This is an optimization exercise on Yosys and OpenROAD, whose aim is small area, a short achievable clock period and few clock cycles per item, not a production implementation.
At most, simulation tests tie the RTL to the original design; equivalence was not proved.
For runs 1, 3 and 4, only the layout was checked, not whether the RTL still works.
Power figures rest on the tool's default switching activity, not on a simulated workload.

==> flow/design.v <==
module ex_muldiv_unit (
   input  logic        clk,
   input  logic        resetN,
   input  logic        startIn,
   input  logic [2:0]  func3,
   input  logic [31:0] reg1Value,
   input  logic [31:0] reg2Value,
   input  logic [4:0]  rd,
   input  logic        killIn,
   input  logic        stallIn,
   output logic        busyOut,
   output logic        doneOut,
   output logic [31:0] resultOut,
   output logic [4:0]  rdOut
);
   localparam logic [2:0] S_MUL = 3'd0, S_DIV = 3'd1, S_FIX = 3'd2, S_DPREP = 3'd3, S_MOVE = 3'd4;
   logic [2:0]  state;
   logic [2:0]  op;
   logic [32:0] M;       
   logic [33:0] B;       
   logic        sb;      
   logic [63:0] acc;     
   logic [1:0]  adj;     
   logic [4:0]  cnt;     
   logic [5:0]  bsel;    
   logic        negq, negr;
   assign resultOut = acc[31:0];
   function automatic logic [32:0] neg33(input logic [32:0] x);
      neg33[0] = x[0];
      for (int i = 1; i < 33; i++)
         neg33[i] = x[i] ^ (|(x & ((33'd1 << i) - 33'd1)));
   endfunction
   function automatic logic [4:0] tpos(input logic [31:0] x);
      logic [31:0] v;
      logic [4:0]  q [32];
      for (int i = 0; i < 32; i++) begin v[i] = x[i]; q[i] = 5'd0; end
      for (int l = 0; l < 5; l++)
         for (int g = 0; g < (16 >> l); g++) begin
            q[g] = v[2*g+1] ? (q[2*g+1] | 5'(1 << l)) : q[2*g];
            v[g] = v[2*g+1] | v[2*g];
         end
      tpos = q[0];
   endfunction
   function automatic logic [31:0] lowmask(input logic [31:0] x);
      logic [31:0] m;
      m = x;
      for (int k = 1; k < 32; k = k * 2) m = m | (m >> k);
      lowmask = m;
   endfunction
   function automatic logic [16:0] digflags(input logic [32:0] x);
      logic [34:0] w;
      w = {x[32], x, 1'b0};
      digflags = '0;
      for (int i = 1; i < 17; i++)
         digflags[i] = (w[2*i +: 3] != 3'b000) && (w[2*i +: 3] != 3'b111);
   endfunction
   function automatic logic [8:0] pairmask(input logic [32:0] x);
      logic [17:0] f;
      logic [8:0]  pf, pm;
      f = {1'b0, digflags(x)};
      f[0] = 1'b1;
      for (int p = 0; p < 9; p++) pf[p] = f[2*p] | f[2*p+1];
      pm = pf;
      for (int k = 1; k < 9; k = k * 2) pm = pm | (pm >> k);
      pairmask = pm;
   endfunction
   function automatic logic [4:0] onehotwin(input logic [32:0] x, input logic [8:0] oh);
      logic [36:0] w;
      w = {{3{x[32]}}, x, 1'b0};
      onehotwin = '0;
      for (int p = 0; p < 9; p++)
         if (oh[p]) onehotwin = onehotwin | w[4*p +: 5];
   endfunction
   function automatic logic [3:0] ohenc(input logic [8:0] oh);
      ohenc = '0;
      for (int p = 0; p < 9; p++)
         if (oh[p]) ohenc = ohenc | 4'(p);
   endfunction
   function automatic logic [4:0] pairwin(input logic [32:0] x, input logic [3:0] p);
      logic [36:0] w;
      w = {{3{x[32]}}, x, 1'b0};
      pairwin = w[{p, 2'b00} +: 5];
   endfunction
   function automatic logic [5:0] bdec(input logic [4:0] w);
      logic [2:0] lo, hi;
      lo = w[2:0];
      hi = w[4:2];
      bdec = {hi[2] & ~(hi[1] & hi[0]), (hi == 3'b011) || (hi == 3'b100), hi[1] ^ hi[0],
              lo[2] & ~(lo[1] & lo[0]), (lo == 3'b011) || (lo == 3'b100), lo[1] ^ lo[0]};
   endfunction
   logic        s1, s2, sgn1, sgn2;
   logic [32:0] a_ext, b_ext, na;
   logic [8:0]  m1, m2, o1, o2;
   logic        swap;
   logic [3:0]  pStart;
   logic [32:0] mLoad, bLoad;
   logic [31:0] aDiv, bDiv;
   logic [4:0]  posA, posB;
   logic        divLt;
   logic        early, bz, ovf;
   logic [31:0] earlyVal;
   always_comb begin
      s1 = (func3 != 3'd3) && (func3 != 3'd5) && (func3 != 3'd7);
      s2 = (func3 == 3'd0) || (func3 == 3'd1) || (func3 == 3'd4) || (func3 == 3'd6);
      sgn1 = s1 & reg1Value[31];
      sgn2 = s2 & reg2Value[31];
      a_ext = {sgn1, reg1Value};
      b_ext = {sgn2, reg2Value};
      na = neg33(a_ext);
      m1 = pairmask(a_ext);
      o1 = m1 & ~(m1 >> 1);
      m2 = pairmask(b_ext);
      o2 = m2 & ~(m2 >> 1);
      swap = |(m2 & ~m1);
      pStart = swap ? ohenc(o1) : ohenc(o2);
      aDiv  = sgn1 ? {~reg1Value[30:0], 1'b1} : reg1Value;
      bDiv  = sgn2 ? ~reg2Value : reg2Value;
      divLt = |(lowmask(bDiv) & ~lowmask(aDiv));
      posA  = tpos(aDiv);
      posB  = tpos(bDiv);
      if (func3[2]) begin
         mLoad = sgn1 ? na : a_ext;
         bLoad = b_ext;
      end else begin
         mLoad = swap ? b_ext : a_ext;
         bLoad = swap ? a_ext : b_ext;
      end
      bz    = reg2Value == '0;
      ovf   = !func3[0] && reg2Value == '1 && reg1Value == 32'h8000_0000;
      early = func3[2] && (bz || ovf || divLt);
      earlyVal[30:0] = func3[2] ? (func3[1] ? reg1Value[30:0] : {31{bz}}) : 31'd0;
      earlyVal[31]   = func3[2] && (func3[1] ? (reg1Value[31] && !ovf) : (bz || ovf));
   end
   logic        nLo, tLo, oLo, nHi, tHi, oHi;
   logic [34:0] ppLo, ppHi;
   logic [38:0] lowSum;
   logic [26:0] up, upInc, upDec, upNext;
   logic [63:0] mulNext;
   logic [33:0] diff;
   logic        ge;
   logic [31:0] remNext, quoNext;
   logic [32:0] negOut;
   always_comb begin
      {nHi, tHi, oHi, nLo, tLo, oLo} = bsel;
      ppLo    = (({35{tLo}} & {M[32], M, 1'b0}) | ({35{oLo}} & {{2{M[32]}}, M})) ^ {35{nLo}};
      ppHi    = (({35{tHi}} & {M[32], M, 1'b0}) | ({35{oHi}} & {{2{M[32]}}, M})) ^ {35{nHi}};
      lowSum  = {2'b00, acc[32:0], 1'b0, nHi, 1'b0, nLo}
              + {{2{ppHi[34]}}, ppHi, 2'b00} + {{4{ppLo[34]}}, ppLo};
      up      = acc[63:37];
      for (int i = 0; i < 27; i++) begin
         upInc[i] = up[i] ^ (&(up | ~((27'd1 << i) - 27'd1)));
         upDec[i] = up[i] ^ ~(|(up & ((27'd1 << i) - 27'd1)));
      end
      upNext  = (adj == 2'b01) ? upInc : (adj == 2'b11) ? upDec : up;
      mulNext = {upNext[22:0], acc[36:33], lowSum[36:0]};
      diff    = {2'b00, M[31:0]} + B + {33'd0, ~sb};
      ge      = !diff[33];
      remNext = ge ? diff[31:0] : M[31:0];
      quoNext = {acc[30:0], ge};
      negOut  = neg33({1'b0, acc[31:0]});
   end
   always_ff @(posedge clk) begin
      if (!resetN) begin
         busyOut <= 1'b0;
         doneOut <= 1'b0;
      end else if (killIn) begin
         busyOut <= 1'b0;
         doneOut <= 1'b0;
      end else if (!busyOut && !doneOut) begin
         if (startIn) begin
            op    <= func3;
            rdOut <= rd;
            M     <= mLoad;
            B     <= {bLoad[32], bLoad};
            sb    <= sgn2;
            acc   <= {32'd0, earlyVal};
            adj   <= 2'b00;
            negq  <= sgn1 ^ sgn2;
            negr  <= sgn1;
            cnt   <= func3[2] ? posA : {1'b0, pStart};
            bsel  <= func3[2] ? {1'b0, posB} :
                     swap ? bdec(onehotwin(a_ext, o1)) : bdec(onehotwin(b_ext, o2));
            if (early) begin
               doneOut <= 1'b1;
            end else begin
               busyOut <= 1'b1;
               state   <= func3[2] ? S_DPREP : S_MUL;
            end
         end
      end else if (doneOut) begin
         if (!stallIn) doneOut <= 1'b0;
      end else begin
         case (state)
            S_MUL: begin
               acc  <= mulNext;
               adj  <= lowSum[38:37];
               cnt  <= cnt - 5'd1;
               bsel <= bdec(pairwin(B, cnt[3:0] - 4'd1));
               if (cnt == 5'd0) begin
                  if (op[1:0] != 2'd0) acc[31:0] <= mulNext[63:32];
                  if (op[1:0] == 2'd0 || lowSum[38:37] == 2'b00) begin
                     busyOut <= 1'b0;
                     doneOut <= 1'b1;
                  end else begin
                     state <= S_MOVE;
                  end
               end
            end
            S_DIV: begin
               M[31:0]   <= remNext;
               acc[31:0] <= quoNext;
               B         <= {B[33], B[33:1]};
               cnt       <= cnt - 5'd1;
               if (cnt == 5'd0) begin
                  if (op[1]) acc[31:0] <= remNext;
                  if (op[1] ? negr : negq) begin
                     state <= S_FIX;
                  end else begin
                     busyOut <= 1'b0;
                     doneOut <= 1'b1;
                  end
               end
            end
            S_DPREP: begin
               B     <= (B << (cnt - bsel[4:0])) ^ {34{~sb}};
               cnt   <= cnt - bsel[4:0];
               state <= S_DIV;
            end
            S_MOVE: begin
               busyOut   <= 1'b0;
               doneOut   <= 1'b1;
               acc[31:0] <= {upNext, acc[36:32]};
            end
            default: begin  
               busyOut   <= 1'b0;
               doneOut   <= 1'b1;
               acc[31:0] <= negOut[31:0];
            end
         endcase
      end
   end
endmodule
==> flow/flow/run.sh <==
#!/bin/bash
# The standard layout, with buf_2 cells as the port buffers in place of the
# default pick. Make's full output goes to flow_make.log here; each ORFS step
# keeps its own log under orfs/logs.
set -euo pipefail
bash standard.sh 'BUFFER_PORTS_ARGS=-buffer_cell sky130_fd_sc_hd__buf_2' finish > flow_make.log 2>&1
==> flow/standard.sh <==
#!/bin/bash
# synth_recipe.tcl (not shown) runs the flow's synth.tcl, then flattens the netlist and writes it again
# the make line also repeats each setting of config.mk as NAME=value (left out here)
make -C /OpenROAD-flow-scripts/flow DESIGN_CONFIG=/design/flow/config.mk WORK_HOME=/design/flow/orfs CLKGATE_MAP_FILE= SYNTH_SCRIPT=/design/flow/synth_recipe.tcl "${@:-finish}"
==> flow/config.mk <==
export PLATFORM = sky130hd
export DESIGN_NAME = ex_muldiv_unit
export DESIGN_NICKNAME = ex_muldiv_unit
export VERILOG_FILES = /design/flow/design.v
export SDC_FILE = /design/flow/constraint.sdc
export NUM_CORES = 4
export LEC_CHECK = 0
export ABC_AREA = 1
export CAP_MARGIN = 0
export CORE_MARGIN = 2
export CORE_UTILIZATION = 40
export GPL_TIMING_DRIVEN = 1
export PLACE_DENSITY = 0.6
export SETUP_SLACK_MARGIN = 1.95
export SLEW_MARGIN = 0
==> flow/constraint.sdc <==
create_clock -name core_clock -period 6.0 [get_ports {clk}]
set_input_delay 1.2000 -clock core_clock [delete_from_list [all_inputs] [get_ports {clk}]]
set_output_delay 1.2000 -clock core_clock [all_outputs]
set_load 0.01 [all_outputs]
==> impl_metrics.py, run 1 <==
metrics = {
    "drt": {
        "wire_per_inst_um": 26.20,
        "ant_nets": 0,
        "dr.pass1.iters": 7,
        "vias": 31100,
        "drtIter0Drc": 4380,
        "vias_per_cell": 6.156,
        "drc": 0,
        "wl_um": 132400,
    },
    "global_routing": {
        "grt_pass1_wl_um": 188600,
        "overflow": 0,
        "track_usage_pct": 38.54,
        "grtUsageMet2_pct": 59.63,
        "gr-usage-met3_pct": 6.328,
        "grt_pass1_vias": 28320,
        "top_usage_layer": "met2",
        "grt_util_met1_pct": 49.17,
        "antenna_found_initial": 6,
        "grt_max_degree": 81,
    },
    "final_layout": {
        "finalNonFillerCells": 5053,
        "final_util_pct": 46.59,
        "n_fill_cell": 6718,
        "drive_gt1_share_pct": 14.11,
        "layout.nets": 4413,
        "synthToLayoutAreaGrowth_pct": 15.39,
    },
    "job": {
        "drv_cap": 0,
    },
    "timing": {
        "rsz0062_at_grt": "yes",
        "setup_total_negative_slack_ns": 0,
        "max_slew_margin_pct": 24.41,
        "finalMaxSlewViolations": 0,
        "finalHoldViolations": 0,
        "fin_crit_sh_pct": 67.88,
        "finalClockSkew_ns": 0.02881,
        "fmax_ghz": 0.2455,
        "setup_viol": 0,
        "timing.hold.ws_ns": 0.5505,
        "fin_crit_ns": 4.073,
        "tightest_slew_ns": 1.131,
    },
    "synth": {
        "synthArstFlopShare_pct": 0,
        "yosys.area.top_type": "edfxtp_1",
        "synth_edf_count": 157,
        "synth.area.top_cells": "edfxtp_1, nand2_1, o21ai_0, inv_1, nor2_1",
        "ys_seq_elements": 159,
        "ys_seq_area_share_pct": 18.70,
        "synth_top_area_share_pct": 18.55,
        "netlist_area_um2": 25420,
        "synth.distinct_cells": 61,
        "syn_nets": 4379,
        "ys.warnings.count": 3,
        "ys_dominant_reg_cell": "edfxtp_1",
        "synth.avg_cell_area_um2": 6.115,
        "synth_cells": 4157,
    },
    "die": {
        "core_area_um2": 62970,
        "rows": 92,
        "num_io_pins": 116,
        "die-area_um2": 65580,
        "die_h_um": 256.1,
        "start_util_pct": 40.37,
        "die_x_um": 256.1,
    },
    "setup_path": {
        "crit_fanout": 6,
        "crit_slowest_cell": "fa_1",
        "worst_ep_arrival_time_ns": 4.32,
        "worstSetupEndpointType": "flop",
        "crit_required_ns": 6.24,
        "slowest_delay_ns": 0.49,
        "crit_type": "reg -> reg",
        "crit_path_frequent_cell": "nand2_1",
        "crit_chain": "buf_6 > clkinvlp_4 > buf_12 > o22ai_2 > xor2_1 > fa_1 > ha_4 > buf_4 > nand2_4 > nor2_2 > inv_2 > nor3_1 > inv_1 > o21bai_4 > a21o_1 > buf_4 > xnor2_4 > a21oi_1 > nor2_1 > nand2_1 > nand2_1 > nand2_1",
        "path_buf_inv": 7,
        "cpLargestDelayFamily": "buffers and inverters",
        "cp-start-kind": "flop",
    },
    "pwr": {
        "internal_power_mw": 3.454,
        "switching_share_pct": 51.45,
        "seq_power_share_pct": 20.1,
        "p_sw_mw": 3.660,
        "finalPower_mw": 7.114,
        "p_comb_share_pct": 63.6,
        "max-vdd-ir-drop_mv": 0.2210,
        "power_density_nw_per_um2": 242.5,
        "power.leakage_nw": 13.09,
        "p_clk_share_pct": 16.3,
    },
    "clock_tree": {
        "cts_buffers": 17,
        "cts_root_buffer": "clkbuf_16",
        "cts_sinks": 159,
        "clockBufferDepth": 2,
        "htree_levels": 4,
        "path_clk_slew_ns": 0.07,
        "worstSkewPairLatency_ns": 0.51,
        "cts_tree": "built",
    },
    "placed_design": {
        "dp_cells": 4955,
        "place_hpwl_um": 103700,
        "io_buffers": 115,
        "gp_congestion": 1.085,
    },
    "min_path": {
        "hold_class": "reg -> reg",
    },
    "run_status": {
        "run_status": "timing/DRC/antenna clean",
    },
}
[area by class of cell]
cell class | instances | area, um2 | area share [%]
Timing Repair inverter | 3 | 20.02 | 0.06825
Timing Repair Buffer | 227 | 1564 | 5.332
Sequential cell | 159 | 4755 | 16.21
Antenna cell | 3 | 7.507 | 0.02559
Clock buffer | 17 | 425.4 | 1.450
Clock inverter | 15 | 148.9 | 0.5076
Inverter | 504 | 1963 | 6.693
Multi-Input combinational cell | 3279 | 19390 | 66.11
Tap cell | 846 | 1059 | 3.609
[registers in the layout, summed over array words and instances (netlist names), 2 cells and up]
| register | cells |
|---|---|
| bsel | 6 |
| op | 2 |
| acc | 64 |
| M | 33 |
| cnt | 5 |
| B | 34 |
| adj | 2 |
| state | 3 |
| rdOut | 5 |
[synthesized netlist by cell type, types with 22 or more instances]
cell type,instances
mux2i_1,22
o211ai_1,60
a31oi_1,36
ha_1,108
nand4_1,72
clkbuf_1,121
nand3_1,277
edfxtp_1,157
a21oi_1,242
o221ai_1,35
o21ai_0,374
buf_4,42
xnor2_1,34
fa_1,37
xor2_1,157
nand2_1,1078
nor2_1,429
o22ai_1,77
nor3_1,46
buf_2,29
inv_1,480
[worst min-delay path, stage by stage, from the launching register on]
cell	delay, ns
dfxtp_1	0.35
inv_1	0.10
a21oi_2	0.06
[path summary, 6_finish.rpt]
path,slack [ns],start,cells after the start,to
min,0.55,busyOut$_SDFFE_PN0P_,2,busyOut$_SDFFE_PN0P_
max,1.93,bsel[1]$_DFFE_PP_,22,acc[20]$_DFFE_PP_
max reg2reg,1.93,bsel[1]$_DFFE_PP_,22,acc[20]$_DFFE_PP_
min reg2reg,0.55,busyOut$_SDFFE_PN0P_,2,busyOut$_SDFFE_PN0P_
[logic make-up after synthesis]
family,Yosys count,synth area share (%)
multiplexers,22,0.8663
buffers and inverters,722,11.60
adder cells (fa/ha/maj),145,8.230
AND/OR/NAND/NOR,1980,32.68
flip-flops,159,18.70
XOR/XNOR,192,6.645
AO/OA/AOI/OAI,937,21.27
[placed cells by master, fill, tap and decap left out, types with 38 or more instances in the layout]
cell,n
a21oi_1,204
buf_2,114
buf_4,92
edfxtp_1,157
ha_1,75
inv_1,448
nand2_1,1047
nand3_1,268
nand4_1,72
nor2_1,384
nor2_2,38
nor3_1,41
o211ai_1,60
o21ai_0,338
o21ai_1,40
o22ai_1,50
xor2_1,140
[timing repair]
item                                    4_1_cts  5_1_grt
hold buffers                                  0        0
gates cloned                                  4        3
setup buffers                                16       40
resized for setup                            86      328
endpoints found under the setup margin       77      106
pin swaps                                     9       85
hold endpoints to repair                      0        0
[power groups by stage]
stage / sequential (mW) / clock, mW / combinational [mW]
after floorplan: 1.39 / 0 / 2.30
after global placement: 1.44 / 0 / 3.51
after detailed placement: 1.44 / 0 / 3.49
after CTS: 1.42 / 1.16 / 3.66
final: 1.43 / 1.16 / 4.53
after global routing: 1.43 / 1.19 / 4.79
[stage by stage]
step	area (um2)	worst slack (ns)
detailed placement	26490	0.8825
CTS	27520	1.907
global placement	26490	0.8618
global route	29330	1.757
finish	29330	1.927
floorplan	25420	2.014
[per-layer routing]
| layer | wire length (um) | part of all wire, % |
|---|---|---|
| met1 | 49920 | 38 |
| met2 | 57490 | 43 |
| met3 | 14090 | 11 |
| met4 | 10840 | 8.2 |
| met5 | 43 | 0.032 |
==> inputs of run 2 (changes only) <==
--- a/flow/design.v
+++ b/flow/design.v
@@ -198,6 +198,5 @@
                bsel <= bdec(pairwin(B, cnt[3:0] - 4'd1));
                if (cnt == 5'd0) begin
-                  if (op[1:0] != 2'd0) acc[31:0] <= mulNext[63:32];
-                  if (op[1:0] == 2'd0 || lowSum[38:37] == 2'b00) begin
+                  if (op[1:0] == 2'd0) begin
                      busyOut <= 1'b0;
                      doneOut <= 1'b1;
==> flow/flow/run.sh (replaced) <==
#!/bin/bash
# The standard layout, with buf_4 cells as the port buffers in place of the
# default pick. Make's full output goes to flow_make.log here; each ORFS step
# keeps its own log under orfs/logs.
set -euo pipefail
bash standard.sh 'BUFFER_PORTS_ARGS=-buffer_cell sky130_fd_sc_hd__buf_4' finish > flow_make.log 2>&1
==> impl_metrics.py, run 2 <==
metrics = {
    "die": {
        "die_x_um": 249.3,
        "core_area_um2": 59240,
        "die-area_um2": 62160,
        "start_util_pct": 40.64,
        "die_h_um": 249.3,
        "num_io_pins": 116,
        "rows": 89,
    },
    "global_routing": {
        "antenna_found_initial": 1,
        "track_usage_pct": 34.36,
        "grt_pass1_vias": 25170,
        "grt_pass1_wl_um": 161900,
        "overflow": 0,
        "grt_max_degree": 83,
    },
    "drt": {
        "vias_per_cell": 6.068,
        "vias": 27860,
        "ant_nets": 0,
        "wire_per_inst_um": 24.03,
        "wl_um": 110300,
        "drc": 0,
        "dr.pass1.iters": 7,
        "drtIter0Drc": 3845,
    },
    "setup_path": {
        "crit_required_ns": 6.24,
        "cpLargestDelayFamily": "simple AND/OR/NAND/NOR gates",
        "r2r_slack_ns": 1.86,
        "crit_path_frequent_cell": "nand2_1",
        "r2r-end": "acc[29]$_DFFE_PP_",
        "path_buf_inv": 2,
        "crit_fanout": 14,
        "worstSetupEndpointType": "flop",
        "r2r-start": "bsel[0]$_DFFE_PP_",
        "crit_slowest_cell": "edfxtp_1",
        "crit_chain": "clkinvlp_4 > buf_4 > o22ai_2 > xor2_1 > fa_1 > ha_4 > a21oi_2 > o21ai_0 > a21oi_1 > nand3_2 > a21o_1 > nand2_1 > nand2_1 > nand2_1 > nand2_1 > or2_2 > nand3_1 > nand3b_1 > nand3_1 > nand2_1",
        "crit_type": "reg -> reg",
        "worst_ep_arrival_time_ns": 4.38,
        "r2r_cells": 20,
        "cp-start-kind": "flop",
        "slowest_delay_ns": 0.48,
    },
    "timing": {
        "setup_total_negative_slack_ns": 0,
        "timing.hold.ws_ns": 0.5247,
        "tightest_slew_ns": 1.086,
        "setup_viol": 0,
        "rsz0062_at_grt": "yes",
        "finalMaxSlewViolations": 0,
        "fin_crit_sh_pct": 68.96,
        "fmax_ghz": 0.2417,
        "fin_crit_ns": 4.137,
        "finalClockSkew_ns": 0.01628,
        "max_slew_margin_pct": 27.40,
        "finalHoldViolations": 0,
    },
    "clock_tree": {
        "path_clk_slew_ns": 0.08,
        "clockBufferDepth": 2,
        "cts_buffers": 17,
        "worstSkewPairLatency_ns": 0.50,
        "cts_root_buffer": "clkbuf_16",
        "cts_tree": "built",
        "cts_sinks": 159,
        "htree_levels": 4,
    },
    "synth": {
        "synth.distinct_cells": 55,
        "synth-compound-area-share_pct": 22.57,
        "synth_top_area_share_pct": 19.58,
        "synthArstFlopShare_pct": 0,
        "synth_xor_area_share_pct": 6.658,
        "muxShareOfSynthArea_pct": 1.331,
        "netlist_area_um2": 24070,
        "synth_fa_ha_area_share_pct": 8.690,
        "synth-simple-area-share_pct": 29.90,
        "ys_dominant_reg_cell": "edfxtp_1",
        "yosys.area.top_type": "edfxtp_1",
        "synth_edf_count": 157,
        "synth.most_common_cell": "nand2_1",
        "synth_top_family_by_area": "simple AND/OR/NAND/NOR gates",
        "ys.warnings.count": 3,
        "ys_seq_area_share_pct": 19.75,
        "syn_nets": 4039,
        "synth_cells": 3817,
        "synth.avg_cell_area_um2": 6.307,
        "netlist_top_cells_count": "nand2_1, inv_1, nor2_1",
        "ys_seq_elements": 159,
        "synth.area.top_cells": "edfxtp_1, nand2_1, o21ai_0, inv_1, nor2_1",
    },
    "final_layout": {
        "design_area_um2": 26650,
        "drive_gt1_share_pct": 9.819,
        "diodes": 0,
        "synthToLayoutAreaGrowth_pct": 10.71,
        "largest_register_ffs": 64,
        "final_common_cell": "nand2_1",
        "final_util_pct": 44.99,
        "regMostFlops": "acc",
        "layout.nets": 4028,
        "final_cell_mix": "nand2_1, inv_1, nor2_1",
        "top_regs": "acc (64), B (34), M (33)",
    },
    "pwr": {
        "power.leakage_nw": 11.72,
        "max-vdd-ir-drop_mv": 0.2241,
        "power_density_nw_per_um2": 223.5,
    },
    "min_path": {
        "hold_class": "reg -> reg",
        "hold-path-endpoint": "busyOut$_SDFFE_PN0P_",
        "hold-path-cell-count": 2,
        "hp-start": "busyOut$_SDFFE_PN0P_",
    },
    "placed_design": {
        "place_area_um2": 25270,
        "place_hpwl_um": 86880,
        "io_buffers": 115,
        "gp_congestion": 1.052,
    },
    "job": {
        "drv_cap": 0,
    },
    "run_status": {
        "run_status": "timing/DRC/antenna clean",
    },
}
[run 2: changes by cell type after synthesis, moves of 7 or more]
cell,delta
nand2_1,-193
inv_1,-76
nand3_1,-59
o21ai_1,+42
nor2_1,-36
a21oi_1,-13
o21ai_0,-11
mux2i_1,+10
buf_4,-8
clkbuf_1,-8
a31oi_1,-7
inv_2,+7
[run 2: worst max path at each step]
stage / startpoint / slack (ns) / cells past startpoint / end
global placement: func3[2] / 0.94 / 19 / state[0]$_DFFE_PP_
finish: bsel[0]$_DFFE_PP_ / 1.86 / 20 / acc[29]$_DFFE_PP_
floorplan: startIn / 1.96 / 6 / acc[32]$_SDFFCE_PP0P_
detailed placement: func3[2] / 0.86 / 19 / state[2]$_SDFFCE_PP0P_
global route: bsel[0]$_DFFE_PP_ / 1.66 / 22 / acc[28]$_DFFE_PP_
CTS: bsel[0]$_DFFE_PP_ / 1.88 / 19 / adj[0]$_SDFFCE_PP0P_
[run 2: through the flow]
| step | instances | worst slack, ns | power (mW) |
|---|---|---|---|
| finish | 4592 | 1.863 | 5.957 |
| global route | 4592 | 1.656 | 6.300 |
| CTS | 4576 | 1.880 | 5.677 |
| detailed placement | 4540 | 0.8570 | 4.500 |
| global placement | 4540 | 0.9430 | 4.502 |
| floorplan | 3817 | 1.961 | 3.548 |
[run 2: cells by family after synthesis]
| logic type | Yosys count |
|---|---|
| multiplexers | 32 |
| XOR/XNOR | 183 |
| AND/OR/NAND/NOR | 1704 |
| adder cells (fa/ha/maj) | 145 |
| buffers and inverters | 646 |
| flip-flops | 159 |
| AO/OA/AOI/OAI | 948 |
[run 2: area by class of cell]
class | instances | area [um2]
Fill cell | 6422 | 32590
Multi-Input combinational cell | 3014 | 17270
Sequential cell | 159 | 4755
Inverter | 435 | 1670
Timing Repair Buffer | 179 | 1434
Tap cell | 773 | 967.2
Clock buffer | 18 | 429.2
Clock inverter | 14 | 122.6
[run 2: timing repair]
item / CTS / global route
gates resized for setup: 38 / 114
pin swaps: 2 / 16
gates cloned: 1 / 2
hold buffers: 0 / 0
endpoints found under the setup margin: 78 / 81
buffers inserted: 3 / 14
[run 2: layer usage]
metal	global-route usage [%]	share of wire [%]	wire [um]	vias up
met5	0	0	0	-
met4	19.60	6.8	7495	0
met3	5.402	10	11240	295
met2	51.19	42	46390	1729
met1	47.10	41	45200	12890
li1	-	-	-	12950
[run 2: report_power, final]
part	total, mW	internal, mW	switching [mW]	leakage (nW)
Clock	1.12	0.544	0.572	0.271
Sequential	1.43	1.32	0.109	1.47
Combinational	3.41	1.15	2.26	9.97
[run 2: worst register-to-register path, stage by stage, from the launching register on]
cell and delay [ns]:
edfxtp_1 0.48, clkinvlp_4 0.19, buf_4 0.23, o22ai_2 0.15, xor2_1 0.21, fa_1 0.48
ha_4 0.26, a21oi_2 0.20, o21ai_0 0.12, a21oi_1 0.20, nand3_2 0.16, a21o_1 0.26
nand2_1 0.09, nand2_1 0.08, nand2_1 0.07, nand2_1 0.06, or2_2 0.27, nand3_1 0.09
nand3b_1 0.12, nand3_1 0.09, nand2_1 0.06
Testbench counts of run 2, summed over its fixed seeds: cycles 21,081, items 3,200.
==> inputs of run 3 (changes only) <==
--- a/flow/design.v
+++ b/flow/design.v
@@ -140,5 +140,4 @@
    logic        ge;
    logic [31:0] remNext, quoNext;
-   logic [32:0] negOut;
    always_comb begin
       {nHi, tHi, oHi, nLo, tLo, oLo} = bsel;
@@ -158,5 +157,4 @@
       remNext = ge ? diff[31:0] : M[31:0];
       quoNext = {acc[30:0], ge};
-      negOut  = neg33({1'b0, acc[31:0]});
    end
    always_ff @(posedge clk) begin
@@ -214,5 +212,8 @@
                   if (op[1]) acc[31:0] <= remNext;
                   if (op[1] ? negr : negq) begin
-                     state <= S_FIX;
+                     state     <= S_FIX;
+                     acc[31:0] <= '0;
+                     bsel      <= 6'b000101;
+                     if (!op[1]) M[31:0] <= quoNext;
                   end else begin
                      busyOut <= 1'b0;
@@ -234,5 +235,5 @@
                busyOut   <= 1'b0;
                doneOut   <= 1'b1;
-               acc[31:0] <= negOut[31:0];
+               acc[31:0] <= lowSum[31:0];
             end
          endcase
==> flow/flow/run.sh (replaced) <==
#!/bin/bash
# The standard layout, with buf_2 cells as the port buffers in place of the
# default pick. Make's full output goes to flow_make.log here; each ORFS step
# keeps its own log under orfs/logs.
set -euo pipefail
bash standard.sh 'BUFFER_PORTS_ARGS=-buffer_cell sky130_fd_sc_hd__buf_2' finish > flow_make.log 2>&1
==> impl_metrics.py, run 3 <==
metrics = {
    "die": {
        "num_io_pins": 116,
        "rows": 90,
        "die_h_um": 251.7,
        "start_util_pct": 40.60,
        "core_area_um2": 60470,
        "die_x_um": 251.7,
        "die-area_um2": 63370,
    },
    "timing": {
        "fin_crit_sh_pct": 67.83,
        "fmax_ghz": 0.2457,
        "tightest_slew_ns": 1.241,
        "max_slew_margin_pct": 17.10,
        "finalMaxSlewViolations": 0,
        "finalHoldViolations": 0,
        "rsz0062_at_grt": "yes",
        "layout_setup_ws_ns": 1.930,
        "timing.hold.ws_ns": 0.6209,
        "fin_crit_ns": 4.070,
        "finalClockSkew_ns": 0.01936,
        "setup_total_negative_slack_ns": 0,
        "setup_viol": 0,
    },
    "final_layout": {
        "regMostFlops": "acc",
        "finalNonFillerCells": 4814,
        "layout.nets": 4235,
        "drive_gt1_share_pct": 11.02,
        "top_regs": "acc (64), B (34), M (33)",
        "n_fill_cell": 6527,
        "final_util_pct": 45.51,
        "design_area_um2": 27520,
        "final_common_cell": "nand2_1",
        "largest_register_ffs": 64,
        "final_cell_mix": "nand2_1, nor2_1, inv_1",
        "synthToLayoutAreaGrowth_pct": 12.11,
    },
    "setup_path": {
        "slowest_delay_ns": 0.50,
        "cp-start-kind": "flop",
        "worstSetupEndpointType": "flop",
        "crit_cells": 19,
        "crit_slowest_cell": "fa_1",
        "crit_fanout": 8,
        "r2r_cells": 19,
        "path_buf_inv": 3,
        "crit_type": "reg -> reg",
        "worst_ep_arrival_time_ns": 4.32,
        "cpLargestDelayFamily": "simple AND/OR/NAND/NOR gates",
        "crit_chain": "clkinvlp_4 > buf_4 > buf_12 > o22ai_1 > xor2_1 > fa_1 > ha_4 > nand2_2 > o21ai_1 > a21oi_2 > or2_2 > nand3_1 > nand2_1 > nand2_2 > a21oi_2 > xor2_2 > o21ai_1 > nand2_1 > nand3_1",
        "crit_required_ns": 6.25,
    },
    "global_routing": {
        "grt_pass1_vias": 26660,
        "grt_pass1_wl_um": 178500,
        "track_usage_pct": 38.27,
        "grt_max_degree": 66,
        "antenna_found_initial": 8,
        "overflow": 0,
    },
    "synth": {
        "netlist_area_um2": 24550,
        "synth.avg_cell_area_um2": 6.119,
        "ys_dominant_reg_cell": "edfxtp_1",
        "synth_cells": 4012,
        "ys.warnings.count": 3,
        "synthArstFlopShare_pct": 0,
        "synth_edf_count": 157,
        "synth_top_area_share_pct": 19.20,
        "yosys.area.top_type": "edfxtp_1",
        "ys_seq_elements": 159,
        "synth.most_common_cell": "nand2_1",
        "netlist_top_cells_count": "nand2_1, nor2_1, inv_1",
        "synth.area.top_cells": "edfxtp_1, nand2_1, o21ai_0, nor2_1, inv_1",
        "synth.distinct_cells": 61,
        "ys_seq_area_share_pct": 19.37,
        "syn_nets": 4230,
    },
    "min_path": {
        "hold-path-cell-count": 2,
        "hold_class": "reg -> reg",
    },
    "drt": {
        "wire_per_inst_um": 26.18,
        "vias": 29920,
        "wl_um": 126000,
        "ant_nets": 0,
        "dr.pass1.iters": 6,
        "drc": 0,
        "vias_per_cell": 6.215,
        "drtIter0Drc": 4603,
    },
    "clock_tree": {
        "cts_root_buffer": "clkbuf_16",
        "worstSkewPairLatency_ns": 0.51,
        "cts_tree": "built",
        "path_clk_slew_ns": 0.09,
        "htree_levels": 4,
        "cts_buffers": 17,
        "clockBufferDepth": 2,
        "cts_sinks": 159,
    },
    "pwr": {
        "max-vdd-ir-drop_mv": 0.1912,
        "finalPower_mw": 6.550,
        "power.leakage_nw": 12.08,
        "power_density_nw_per_um2": 238.0,
    },
    "placed_design": {
        "gp_congestion": 1.069,
        "dp_cells": 4729,
        "io_buffers": 115,
        "place_hpwl_um": 98240,
        "place_area_um2": 25450,
        "pre_cts_ws_ns": 0.9270,
    },
    "job": {
        "drv_cap": 0,
    },
    "run_status": {
        "run_status": "timing/DRC/antenna clean",
    },
}
run 3: final cells by class:
class / count / area, um2 / area share [%]
Clock buffer: 17 / 425.4 / 1.546
Antenna cell: 2 / 5.005 / 0.01819
Sequential cell: 159 / 4755 / 17.28
Multi-Input combinational cell: 3213 / 18010 / 65.44
Inverter: 414 / 1602 / 5.819
Clock inverter: 15 / 214.0 / 0.7774
Tap cell: 782 / 978.4 / 3.555
Timing Repair Buffer: 212 / 1531 / 5.565
run 3: final timing paths:
kind                                             from                     to  slack, ns
worst max-delay path                bsel[0]$_DFFE_PP_      acc[27]$_DFFE_PP_       1.93
worst min-delay path            acc[36]$_SDFFCE_PP0P_  acc[40]$_SDFFCE_PP0P_       0.62
worst max register to register      bsel[0]$_DFFE_PP_      acc[27]$_DFFE_PP_       1.93
worst min register to register  acc[36]$_SDFFCE_PP0P_  acc[40]$_SDFFCE_PP0P_       0.62
run 3: cell families after synthesis:
kind of cell    after synthesis  share of synthesized area (%)
compound gates              926                          21.55
xor+xnor                    172                          6.167
fa+ha+maj                   141                          8.318
buf+inv                     645                          10.87
flops                       159                          19.37
mux                          14                         0.5708
simple gates               1955                          33.16
run 3: worst register-to-register path: stages, from the launching register on:
cell and delay (ns):
edfxtp_1 0.48, clkinvlp_4 0.20, buf_4 0.19, buf_12 0.13
o22ai_1 0.17, xor2_1 0.26, fa_1 0.50, ha_4 0.35
nand2_2 0.10, o21ai_1 0.18, a21oi_2 0.06, or2_2 0.30
nand3_1 0.11, nand2_1 0.08, nand2_2 0.09, a21oi_2 0.08
xor2_2 0.20, o21ai_1 0.09, nand2_1 0.14, nand3_1 0.11
run 3: routing by layer:
metal,share of wire (%),track usage (%),up-vias
li1,-,-,13520
met1,41,52.64,13980
met2,41,55.94,2025
met3,12,8.996,389
met4,5.8,18.89,6
met5,0.033,0,-
run 3: power by group:
| part | internal, mW | total (mW) | switching [mW] |
|---|---|---|---|
| Clock | 0.644 | 1.25 | 0.605 |
| Sequential | 1.33 | 1.43 | 0.101 |
| Combinational | 1.27 | 3.87 | 2.60 |
| Total | 3.25 | 6.55 | 3.30 |
run 3: what timing repair did:
| action | CTS | global route |
|---|---|---|
| hold buffers | 0 | 0 |
| cloned | 2 | 8 |
| setup buffers | 15 | 26 |
| endpoints found under the setup margin | 94 | 104 |
| pin swaps | 4 | 31 |
| resized for setup | 57 | 161 |
==> inputs of run 4 (changes only) <==
--- a/flow/design.v
+++ b/flow/design.v
@@ -14,5 +14,5 @@
    output logic [4:0]  rdOut
 );
-   localparam logic [2:0] S_MUL = 3'd0, S_DIV = 3'd1, S_FIX = 3'd2, S_DPREP = 3'd3, S_MOVE = 3'd4;
+   localparam logic [2:0] S_MUL = 3'd0, S_DIV = 3'd1, S_FIX = 3'd2, S_MOVE = 3'd4;
    logic [2:0]  state;
    logic [2:0]  op;
@@ -97,4 +97,5 @@
    logic [31:0] aDiv, bDiv;
    logic [4:0]  posA, posB;
+   logic [5:0]  shDiv;
    logic        divLt;
    logic        early, bz, ovf;
@@ -119,4 +120,5 @@
       posA  = tpos(aDiv);
       posB  = tpos(bDiv);
+      shDiv = {1'b0, posA} - {1'b0, posB};
       if (func3[2]) begin
          mLoad = sgn1 ? na : a_ext;
@@ -137,7 +139,8 @@
    logic [26:0] up, upInc, upDec, upNext;
    logic [63:0] mulNext;
-   logic [33:0] diff;
+   logic [33:0] diff, bAl;
    logic        ge;
    logic [31:0] remNext, quoNext;
+   logic [32:0] negOut;
    always_comb begin
       {nHi, tHi, oHi, nLo, tLo, oLo} = bsel;
@@ -153,8 +156,11 @@
       upNext  = (adj == 2'b01) ? upInc : (adj == 2'b11) ? upDec : up;
       mulNext = {upNext[22:0], acc[36:33], lowSum[36:0]};
-      diff    = {2'b00, M[31:0]} + B + {33'd0, ~sb};
+      bAl     = B << cnt;
+      if (~sb) bAl = bAl | ~({34{1'b1}} << cnt);
+      diff    = {2'b00, M[31:0]} + bAl + {33'd0, ~sb};
       ge      = !diff[33];
       remNext = ge ? diff[31:0] : M[31:0];
       quoNext = {acc[30:0], ge};
+      negOut  = neg33({1'b0, acc[31:0]});
    end
    always_ff @(posedge clk) begin
@@ -170,5 +176,5 @@
             rdOut <= rd;
             M     <= mLoad;
-            B     <= {bLoad[32], bLoad};
+            B     <= {bLoad[32], bLoad} ^ {34{func3[2] & ~sgn2}};
             sb    <= sgn2;
             acc   <= {32'd0, earlyVal};
@@ -176,12 +182,11 @@
             negq  <= sgn1 ^ sgn2;
             negr  <= sgn1;
-            cnt   <= func3[2] ? posA : {1'b0, pStart};
-            bsel  <= func3[2] ? {1'b0, posB} :
-                     swap ? bdec(onehotwin(a_ext, o1)) : bdec(onehotwin(b_ext, o2));
+            cnt   <= func3[2] ? (shDiv[5] ? 5'd0 : shDiv[4:0]) : {1'b0, pStart};
+            bsel  <= swap ? bdec(onehotwin(a_ext, o1)) : bdec(onehotwin(b_ext, o2));
             if (early) begin
                doneOut <= 1'b1;
             end else begin
                busyOut <= 1'b1;
-               state   <= func3[2] ? S_DPREP : S_MUL;
+               state   <= func3[2] ? S_DIV : S_MUL;
             end
          end
@@ -207,13 +212,9 @@
                M[31:0]   <= remNext;
                acc[31:0] <= quoNext;
-               B         <= {B[33], B[33:1]};
                cnt       <= cnt - 5'd1;
                if (cnt == 5'd0) begin
                   if (op[1]) acc[31:0] <= remNext;
                   if (op[1] ? negr : negq) begin
-                     state     <= S_FIX;
-                     acc[31:0] <= '0;
-                     bsel      <= 6'b000101;
-                     if (!op[1]) M[31:0] <= quoNext;
+                     state <= S_FIX;
                   end else begin
                      busyOut <= 1'b0;
@@ -222,9 +223,4 @@
                end
             end
-            S_DPREP: begin
-               B     <= (B << (cnt - bsel[4:0])) ^ {34{~sb}};
-               cnt   <= cnt - bsel[4:0];
-               state <= S_DIV;
-            end
             S_MOVE: begin
                busyOut   <= 1'b0;
@@ -235,5 +231,5 @@
                busyOut   <= 1'b0;
                doneOut   <= 1'b1;
-               acc[31:0] <= lowSum[31:0];
+               acc[31:0] <= negOut[31:0];
             end
          endcase
--- a/flow/config.mk
+++ b/flow/config.mk
@@ -12,4 +12,4 @@
 export GPL_TIMING_DRIVEN = 1
 export PLACE_DENSITY = 0.6
-export SETUP_SLACK_MARGIN = 1.95
+export SETUP_SLACK_MARGIN = 1.8
 export SLEW_MARGIN = 0
==> impl_metrics.py, run 4 <==
metrics = {
    "setup_path": {
        "worst_ep_arrival_time_ns": 4.67,
        "crit_type": "reg -> reg",
        "crit_slowest_cell": "edfxtp_1",
        "cpLargestDelayFamily": "simple AND/OR/NAND/NOR gates",
        "crit_fanout": 6,
        "worstSetupEndpointType": "flop",
        "crit_required_ns": 6.23,
        "cp-start-kind": "flop",
        "crit_path_frequent_cell": "nand2_1",
        "slowest_delay_ns": 0.40,
        "path_buf_inv": 10,
    },
    "timing": {
        "fin_crit_sh_pct": 74.07,
        "max_slew_margin_pct": 23.34,
        "rsz0062_at_grt": "yes",
        "finalHoldViolations": 0,
        "finalClockSkew_ns": 0.02036,
        "setup_total_negative_slack_ns": 0,
        "fin_crit_ns": 4.444,
        "fmax_ghz": 0.2250,
        "finalMaxSlewViolations": 0,
        "tightest_slew_ns": 1.141,
        "setup_viol": 0,
    },
    "placed_design": {
        "io_buffers": 115,
        "dp_cells": 4633,
        "gp_congestion": 1.121,
        "place_hpwl_um": 92310,
    },
    "pwr": {
        "p_comb_share_pct": 59.3,
        "seq_power_share_pct": 22.0,
        "p_clk_share_pct": 18.7,
        "switching_share_pct": 48.16,
        "max-vdd-ir-drop_mv": 0.2722,
        "internal_power_mw": 3.276,
        "power_density_nw_per_um2": 214.9,
        "p_sw_mw": 3.043,
        "power.leakage_nw": 13.20,
    },
    "die": {
        "die_x_um": 249.4,
        "num_io_pins": 116,
        "die-area_um2": 62190,
        "core_area_um2": 59240,
        "rows": 89,
        "die_h_um": 249.4,
        "start_util_pct": 40.66,
    },
    "drt": {
        "drtIter0Drc": 3819,
        "vias": 28970,
        "dr.pass1.iters": 6,
        "wire_per_inst_um": 24.74,
        "ant_nets": 0,
        "wl_um": 119600,
        "drc": 0,
        "vias_per_cell": 5.994,
    },
    "global_routing": {
        "grt_max_degree": 60,
        "grt_pass1_vias": 26510,
        "overflow": 0,
        "grt_pass1_wl_um": 171000,
        "track_usage_pct": 36.66,
        "antenna_found_initial": 4,
    },
    "final_layout": {
        "regMostFlops": "acc",
        "final_cell_mix": "nand2_1, inv_1, nor2_1",
        "largest_register_ffs": 64,
        "final_common_cell": "nand2_1",
        "synthToLayoutAreaGrowth_pct": 22.05,
        "top_regs": "acc (64), B (33), M (33)",
        "drive_gt1_share_pct": 19.50,
        "layout.nets": 4271,
        "finalNonFillerCells": 4834,
    },
    "synth": {
        "ys_seq_elements": 158,
        "synth.area.top_cells": "edfxtp_1, nand2_1, o21ai_0, inv_1, ha_1",
        "netlist_area_um2": 24090,
        "synth_cells": 3876,
        "synth_edf_count": 156,
        "synth.avg_cell_area_um2": 6.214,
        "ys.warnings.count": 3,
        "synthArstFlopShare_pct": 0,
        "synth.distinct_cells": 61,
        "synth_top_area_share_pct": 19.45,
        "synth.most_common_cell": "nand2_1",
        "yosys.area.top_type": "edfxtp_1",
        "ys_seq_area_share_pct": 19.62,
        "netlist_top_cells_count": "nand2_1, inv_1, nor2_1",
        "syn_nets": 4104,
        "ys_dominant_reg_cell": "edfxtp_1",
    },
    "clock_tree": {
        "cts_root_buffer": "clkbuf_16",
        "cts_tree": "built",
        "cts_buffers": 17,
        "cts_sinks": 158,
        "clockBufferDepth": 2,
        "path_clk_slew_ns": 0.08,
        "htree_levels": 4,
        "hold_buffers": 0,
        "worstSkewPairLatency_ns": 0.49,
    },
    "run_status": {
        "run_status": "timing/DRC/antenna clean",
    },
    "job": {
        "drv_cap": 0,
    },
    "min_path": {
        "hold_class": "reg -> reg",
    },
}
-- run 4: changes by cell type in the layout (fill, tap and decap cells not counted), moves of 15 or more --
cell	change
nand2_2	+51
nand2_4	+30
nand3_1	-67
nor2_1	-55
buf_6	+15
o211ai_1	-32
buf_4	+91
nand2_1	-133
o21ai_2	+45
ha_1	+16
o21ai_0	-100
o21ai_1	+63
inv_2	+16
-- run 4: final cells by class --
class	instances	area, um2
well taps	773	967.2
repair buffers	338	2849
diodes	5	12.51
flip-flops and latches	158	4725
clock inverters	14	170.2
inverters	437	1679
fillers	6209	29840
clock buffers	18	429.2
repair inverters	2	20.02
multi-input cells	3089	18550
-- run 4: logic make-up after synthesis --
group	share of synthesized area [%]
muxes	0.2494
and+or+nand+nor	31.97
buffers and inverters	10.96
xor gates and xnor gates	6.655
AOI/OAI and AO/OA	21.56
DFF	19.62
adders and majority gates	8.997
-- run 4: routing by layer --
metal / track usage, % / part of all wire, % / up-vias
met1: 46.53 / 39 / 13460
met4: 21.76 / 7.3 / 0
li1: - / - / 13410
met3: 6.373 / 9.8 / 413
met2: 58.38 / 44 / 1691
met5: 0 / 0 / -
-- run 4: path summary, 6_finish.rpt --
check                                           from              endpoint  slack [ns]  cells after the start
worst min-delay path            busyOut$_SDFFE_PN0P_  busyOut$_SDFFE_PN0P_        0.60                      4
worst max register to register      cnt[0]$_DFFE_PP_     acc[23]$_DFFE_PP_        1.56                     34
worst max-delay path                cnt[0]$_DFFE_PP_     acc[23]$_DFFE_PP_        1.56                     34
worst min register to register  busyOut$_SDFFE_PN0P_  busyOut$_SDFFE_PN0P_        0.60                      4
-- run 4: worst register-to-register path: cells and delay by family (launching register included) --
family,cells,cell delay (ns)
DFF,1,0.40
buffers and inverters,10,1.07
adders and majority gates,1,0.28
AOI/OAI and AO/OA,7,1.18
and+or+nand+nor,16,1.25
-- run 4: what timing repair did --
action	CTS	global route
endpoints found under the hold margin	0	0
pin swaps	53	122
resized for setup	261	341
cloned	15	2
buffers inserted	79	68
endpoints found under the setup margin	79	96
-- run 4: power groups by stage --
stage | Combinational (mW) | Sequential [mW] | Clock (mW)
2_1_floorplan | 2.01 | 1.37 | 0
3_3_place_gp | 2.90 | 1.41 | 0
3_5_place_dp | 2.89 | 1.41 | 0
4_1_cts | 3.26 | 1.39 | 1.19
5_1_grt | 4.01 | 1.39 | 1.23
6_report | 3.75 | 1.39 | 1.18
-- run 4: through the flow --
| step | area, um2 | setup slack (ns) | power, mW | hold WS (ns) | utilization, % |
|---|---|---|---|---|---|
| final | 29400 | 1.556 | 6.319 | 0.5983 | 49.62 |
| after global routing | 29390 | 1.360 | 6.640 | 0.6687 | 49.61 |
| after CTS | 27500 | 1.664 | 5.831 | 0.6014 | 46.43 |
| after detailed placement | 25170 | 0.8022 | 4.298 | 0.5867 | 42.48 |
| after global placement | 25170 | 0.7260 | 4.308 | 0.5869 | 42.48 |
| after floorplan | 24110 | 1.838 | 3.381 | 0.5311 | - |

==> re-timing with driven ports <==
In the flow no input, the clock included, has a driving cell. The finished layouts below were timed again as built, in two steps. Step 1, drivers: a clkbuf_16 drives clk and a buf_2 each remaining input, both assumed. Step 2 moves the port delays by t, midway between the first and last clock arrival at a register: inputs arrive t later, outputs are due t later. That takes back most of the time a late clock gives input paths. a / b / c = ideal ports / drivers / drivers and shift; a / b = the first two.
run | t, ns | slack for setup (ns) | slew at the worst register clock pin (ns) | worst data-port slew with drivers (ns) | cell pins on the clock port's net
run 1 | 0.566 | 1.927 / 1.927 / 1.481 | 0.09 / 0.09 | 0.05 | 1
run 2 | 0.559 | 1.863 / 1.863 / 1.561 | 0.08 / 0.08 | 0.09 | 1
run 3 | 0.567 | 1.930 / 1.930 / 1.450 | 0.09 / 0.09 | 0.05 | 1
run 4 | 0.538 | 1.556 / 1.556 / 1.353 | 0.08 / 0.08 | 0.09 | 1
After both steps every run listed still meets setup and hold. For run 3, which loses most, drivers alone change the setup slack by 0.000 ns; drivers and shift together by -0.480 ns.
